Context: an optimization exercise on an open-source flow, tuned for low power. The choices shown serve that exercise and are no tape-out recipe. Only simulation tests tie the RTL to the original design; equivalence was not proved. No activity file was given, so power comes from the tool's default toggle rates.

## run A
// mcdt_nchnl
module mcdt_nchnl #(
  parameter  int N_CH  = 3,
  parameter  int DW    = 32,
  parameter  int DEPTH = 32,
  localparam int MW    = $clog2(DEPTH + 1),
  localparam int IDW   = (N_CH > 1) ? $clog2(N_CH) : 1
) (
  input  logic               clk,
  input  logic               rstn,
  input  logic [N_CH*DW-1:0] ch_data_i,
  input  logic [N_CH-1:0]    ch_valid_i,
  output logic [N_CH-1:0]    ch_ready_o,
  output logic [N_CH*MW-1:0] ch_margin_o,
  output logic [DW-1:0]      mcdt_data_o,
  output logic               mcdt_val_o,
  output logic [IDW-1:0]     mcdt_id_o
);
Size: roughly 6600 cells after synthesis, roughly 3200 flip-flops, ~160 I/O pins, ~0.12 sq mm of cells after synthesis.
==> flow/config.mk <==
export PLATFORM = sky130hd
export DESIGN_NAME = mcdt_nchnl
export DESIGN_NICKNAME = mcdt_nchnl
export VERILOG_FILES = /design/flow/design.v
export SDC_FILE = /design/flow/constraint.sdc
export NUM_CORES = 4
export LEC_CHECK = 0
export CAP_MARGIN = 20
export CORE_MARGIN = 2
export CORE_UTILIZATION = 55
export PLACE_DENSITY = 0.75
export SETUP_SLACK_MARGIN = 0.3
export SLEW_MARGIN = 20
==> flow/constraint.sdc <==
create_clock -name core_clock -period 4.0 [get_ports {clk}]
set_input_delay 0.8000 -clock core_clock [delete_from_list [all_inputs] [get_ports {clk}]]
set_output_delay 0.8000 -clock core_clock [all_outputs]
set_load 0.01 [all_outputs]
standard.sh (not shown) runs the stock make flow with config.mk's settings and CLKGATE_MAP_FILE= SYNTH_SCRIPT=/design/flow/synth_recipe.tcl, a recipe that flattens the netlist after the stock synthesis.
==> flow/flow/run.sh <==
#!/bin/bash
# Layout flow: the standard ORFS layout (standard.sh, standard synthesis)
# with a lower-power clock tree -- sink clusters of up to 18 flip-flops
# driven by clkbuf_8 leaf buffers, no dummy loads -- and buf_2 port buffers
# in place of the default delay-cell buffers. make's full output goes to
# flow_make.log in this folder; each ORFS step logs under orfs/logs.
set -euo pipefail
cd "$(dirname "$0")/.."
bash standard.sh \
  CTS_ARGS="-sink_clustering_enable -repair_clock_nets -sink_clustering_size 18 -sink_clustering_max_diameter 60 -dont_use_dummy_load -buf_list sky130_fd_sc_hd__clkbuf_8" \
  BUFFER_PORTS_ARGS="-buffer_cell sky130_fd_sc_hd__buf_2" \
  finish > flow_make.log 2>&1
The following lists how run B was set up differently from run A:
-- flow/flow/run.sh --
<<< run A, line 3
# with a lower-power clock tree -- sink clusters of up to 18 flip-flops
>>> run B, line 3
# with a lower-power clock tree -- sink clusters of up to 16 flip-flops
<<< run A, line 10
  CTS_ARGS="-sink_clustering_enable -repair_clock_nets -sink_clustering_size 18 -sink_clustering_max_diameter 60 -dont_use_dummy_load -buf_list sky130_fd_sc_hd__clkbuf_8" \
>>> run B, line 10
  CTS_ARGS="-sink_clustering_enable -repair_clock_nets -sink_clustering_size 16 -sink_clustering_max_diameter 60 -dont_use_dummy_load -buf_list sky130_fd_sc_hd__clkbuf_8" \
Results
Of the two candidates, run A has the worse setup skew after layout and run B the better one.
Compared with run A, run B shows maximum vdd drop lower by 11%.
Wire length reported by the detailed router delta (run A -> run B): insignificant
In terms of count of fill cells added during filler insertion, run A and run B differ only marginally.
Delta(number of buffers added by the clock tree synthesis step, run B - run A) > 0
In terms of first-pass GRT wire length, run A and run B differ only marginally.
Comparing run A with run B, the combinational power came out essentially unchanged.
Compared with run A, run B shows a lower amount of wire on met3 after detailed routing.
There was hardly any difference in switching portion of total power between run A and run B.
Clock power share in run B is 0.7 points higher than in run A
Run B — final critical-path share of the clock period 0.31 points higher, run A as reference
Edits applied to the flow inputs when going from run B to run C:
- changing SETUP_SLACK_MARGIN from 0.3 to 0.4
- changing CORE_UTILIZATION from 55 to 70
- changing PLACE_DENSITY from 0.75 to 0.88
-- flow/flow/run.sh --
<<< run B, line 10
  CTS_ARGS="-sink_clustering_enable -repair_clock_nets -sink_clustering_size 16 -sink_clustering_max_diameter 60 -dont_use_dummy_load -buf_list sky130_fd_sc_hd__clkbuf_8" \
>>> run C, line 10
  CTS_ARGS="-sink_clustering_enable -repair_clock_nets -sink_clustering_size 16 -sink_clustering_max_diameter 45 -dont_use_dummy_load -buf_list sky130_fd_sc_hd__clkbuf_8" \
## What came out
- Run C: flow complete, layout not clean; failing: negative setup slack
- Setup slack in run C is smaller than in run B.
- Summary: clock power, run C worse than run B
- Delta (run C minus run B): utilization after layout went up by 17 points; combinational group share of total power saw an increase; final instance area rose about 0.7%; total area of multi-input combinational cells moved up; area added between synthesis and finish moved up.
## Diff of input files: run D against run C
- a change of CORE_UTILIZATION from 70 to 55
- a change of PLACE_DENSITY from 0.88 to 0.75
-- flow/flow/run.sh --
<<< run C, line 10
  CTS_ARGS="-sink_clustering_enable -repair_clock_nets -sink_clustering_size 16 -sink_clustering_max_diameter 45 -dont_use_dummy_load -buf_list sky130_fd_sc_hd__clkbuf_8" \
>>> run D, line 10
  CTS_ARGS="-sink_clustering_enable -repair_clock_nets -sink_clustering_size 16 -sink_clustering_max_diameter 50 -dont_use_dummy_load -buf_list sky130_fd_sc_hd__clkbuf_8" \
### Flow results
Run D reached the end of the flow, and the finished layout is clean on the timing, design-rule and antenna checks. The lower logic depth of the worst register-to-register path of run D and run C is in run D. Comparing run C with run D, the fraction of final layout cells with drive strength greater than 1 came out essentially unchanged. Cell with the biggest individual delay on the critical path: sky130_fd_sc_hd__a221oi_1 -> run C, sky130_fd_sc_hd__dfrtp_4 -> run D. Accumulated negative setup slack was lower in the run labelled run C. Comparing run D with run C, the reported leakage power came out essentially unchanged.
## Diff of input files: run E against run D
- swapping 55 for 65 in CORE_UTILIZATION
- swapping 0.75 for 0.85 in PLACE_DENSITY
## What came out
Run D did not stop at any stage, and its layout met the timing, design-rule and antenna checks.
Run E: flow completed, timing, DRC and antenna clean
In the floorplan summary, run E is listed with a die area less than that of run D.
Final worst-path setup slack on run E is behind run D.
Run E vs. run D: average footprint of a synthesized cell saw little to no change; post-CTS setup buffer count saw a decrease; global-route wire length before repair saw a decrease; layout-stage area growth over the synthesis result saw a decrease.
Lower final worst-path cycle share goes to run D over run E.
Changes observed in run E relative to run D: clock buffer instance count of the final layout decreased by 48 relative to the old numbers; highest fanout seen on the critical path decreased by 17 relative to the old numbers.

## re-timing with driven ports
How much do the figures lean on ideal ports? The routed layouts below were timed once more, with nothing changed but the port constraints. Step 1 sets driving cells, clkbuf_16 on the clock port and buf_2 on the other inputs (assumed; they add their load-dependent delay and slew). Step 2 moves the port delays by t, midway between the first and last clock arrival at a register: inputs arrive t later, outputs are due t later. That takes back most of the time a late clock gives input paths. Three values: no drivers, after step 1, after step 2; two values: the first two.
| run | t (ns) | slack for setup (ns) | slew at the worst register clock pin (ns) |
|---|---|---|---|
| run A | 1.080 | 0.251 / 0.251 / 0.251 | 0.11 / 0.11 |
| run B | 1.101 | 0.239 / 0.239 / 0.239 | 0.11 / 0.11 |
| run C | 1.167 | -0.089 / -0.089 / -0.089 | 0.12 / 0.12 |
| run D | 1.116 | 0.214 / 0.214 / 0.214 | 0.10 / 0.10 |
| run E | 1.106 | 0.188 / 0.188 / 0.188 | 0.11 / 0.11 |
